Context: an optimization exercise on an open-source flow, tuned for small area, a short achievable clock period and few clock cycles. The choices shown serve that exercise and are no tape-out recipe.
The RTL was checked by simulation tests, not by an equivalence proof against the original design.

==> flow/design.v (excerpt) <==
module muldiv_engine #(
    parameter int MULT_CYCLES = 5,
    parameter int DIV_CYCLES  = 10
) (
    input  logic        clk,
    input  logic        reset,
    input  logic        start,
    input  logic [2:0]  op,
    input  logic [31:0] d1,
    input  logic [31:0] d2,
    input  logic        flush,
    output logic        busy,
    output logic [31:0] hi,
    output logic [31:0] lo
);
Size in the first run: roughly 4600 cells after synthesis, ~110 flip-flops, about 140 I/O pins, ~0.032 mm² of cells after synthesis.
Settings: LEC_CHECK=0, ABC_AREA=1, CAP_MARGIN=20, CORE_MARGIN=2, CORE_UTILIZATION=40, SLEW_MARGIN=20; clock period 130.0 ns.
run.sh (not shown) runs the stock make flow with config.mk's settings and CLKGATE_MAP_FILE= SYNTH_SCRIPT=/design/flow/synth_recipe.tcl, a recipe that flattens the netlist after the stock synthesis.
The first run produced a clean layout.
Testbench counts at the start, summed over its fixed seeds: cycles 9,538.
==> next run, changes <==
--- a/flow/design.v
+++ b/flow/design.v
@@ -41,27 +41,24 @@
     logic        macc_s_reg;           
     logic        bprev_reg;            
     logic [32:0] macc, mx;
     logic [16:0] mb;
     logic        mcorr;
     logic [49:0] mv;
     logic        m_last;
     assign m_last = (cnt_reg == 6'd1);
     assign macc   = {macc_s_reg, hi_reg};
     assign mx     = {sgn_reg & x_reg[31], x_reg[31:0]};
     assign mb     = {lo_reg[15:0], bprev_reg};
     assign mcorr  = ~sgn_reg & m_last & lo_reg[15];
-    logic        mshort;
-    assign mshort = (cnt_reg == 6'(32 / KM)) &
-                    ((lo_reg[31:15] == 17'd0) | (sgn_reg & (lo_reg[31:15] == 17'h1ffff)));
     wire bo0 = mb[1] ^ mb[0];
     wire bt0 = (mb[2] & ~mb[1] & ~mb[0]) | (~mb[2] & mb[1] & mb[0]);
     wire bn0 = mb[2];
     wire [33:0] pp0;
     assign pp0[0] = ((bo0 & mx[0]) | (bt0 & 1'b0)) ^ bn0;
     assign pp0[1] = ((bo0 & mx[1]) | (bt0 & mx[0])) ^ bn0;
     assign pp0[2] = ((bo0 & mx[2]) | (bt0 & mx[1])) ^ bn0;
     assign pp0[3] = ((bo0 & mx[3]) | (bt0 & mx[2])) ^ bn0;
     assign pp0[4] = ((bo0 & mx[4]) | (bt0 & mx[3])) ^ bn0;
     assign pp0[5] = ((bo0 & mx[5]) | (bt0 & mx[4])) ^ bn0;
     assign pp0[6] = ((bo0 & mx[6]) | (bt0 & mx[5])) ^ bn0;
     assign pp0[7] = ((bo0 & mx[7]) | (bt0 & mx[6])) ^ bn0;
@@ -989,35 +986,29 @@
                         end
                         OP_DIV, OP_DIVU: if (d2 != 32'd0) begin
                             hi_reg    <= d2;
                             lo_reg    <= d1;
                             state_reg <= S_DIV1;
                         end
                         OP_MTHI: hi_reg <= d1;
                         OP_MTLO: lo_reg <= d1;
                         default: ;
                     endcase
                 end
                 S_MUL: begin
-                    if (mshort) begin
-                        hi_reg    <= {{14{mv[49]}}, mv[49:32]};
-                        lo_reg    <= mv[31:0];
-                        state_reg <= S_IDLE;
-                    end else begin
-                        {macc_s_reg, hi_reg} <= mv[48:16];
-                        lo_reg    <= {mv[15:0], lo_reg[31:16]};
-                        bprev_reg <= lo_reg[15];
-                        cnt_reg   <= cnt_reg - 6'd1;
-                        if (m_last) state_reg <= S_IDLE;
-                    end
+                    {macc_s_reg, hi_reg} <= mv[48:16];
+                    lo_reg    <= {mv[15:0], lo_reg[31:16]};
+                    bprev_reg <= lo_reg[15];
+                    cnt_reg <= cnt_reg - 6'd1;
+                    if (m_last) state_reg <= S_IDLE;
                 end
                 S_DIV1: begin
                     negq_reg <= neg_a ^ neg_b;
                     negr_reg <= neg_a;
                     x_reg    <= d_div[KD];
                     if (sdiff[6]) begin
                         hi_reg    <= lo_reg;
                         lo_reg    <= '0;
                         state_reg <= S_IDLE;
                     end else begin
                         hi_reg    <= d_rem[KD];
                         lo_reg    <= 32'(d_q);
After rerunning: Utilization fell by 0.36 points. Cell count barely changes. Wire length fell by 2.4%. First-iteration DRC count fell by 10%. Global-route usage fell by 0.85 points. Synthesized area stays flat. Synthesized cell count rose by 0.69%. Worst setup slack gains 250 ps. Register-to-register slack loses 1100 ps. Non-clock buffer count fell by 17.
Testbench counts after the change, summed over its fixed seeds: cycles 9,939.

==> port drivers added, routing unchanged <==
In the flow no input, the clock included, has a driving cell. The finished layouts below were timed again as built, in two steps.
Step 1 sets driving cells, clkbuf_16 on the clock port and buf_2 on the other inputs (assumed; they add their load-dependent delay and slew).
Step 2 moves the port delays by t, midway between the first and last clock arrival at a register: inputs arrive t later, outputs are due t later. That takes back most of the time a late clock gives input paths.
Slacks: no drivers / after step 1 / after step 2; pairs: no drivers / after step 1.
run | shift t [ns] | slack for setup (ns) | hold WS [ns] | worst setup path after step 2
the first run | 0.465 | 100.715 / 100.684 / 100.219 | 0.469 / 0.469 / 0.469 | input to register
the second run | 0.465 | 100.964 / 100.999 / 100.534 | 0.575 / 0.575 / 0.575 | input to register
After both steps setup and hold are still met in every run listed. The setup slack of the first run, which loses most, moves by -0.031 ns with the drivers and by -0.496 ns with both steps.
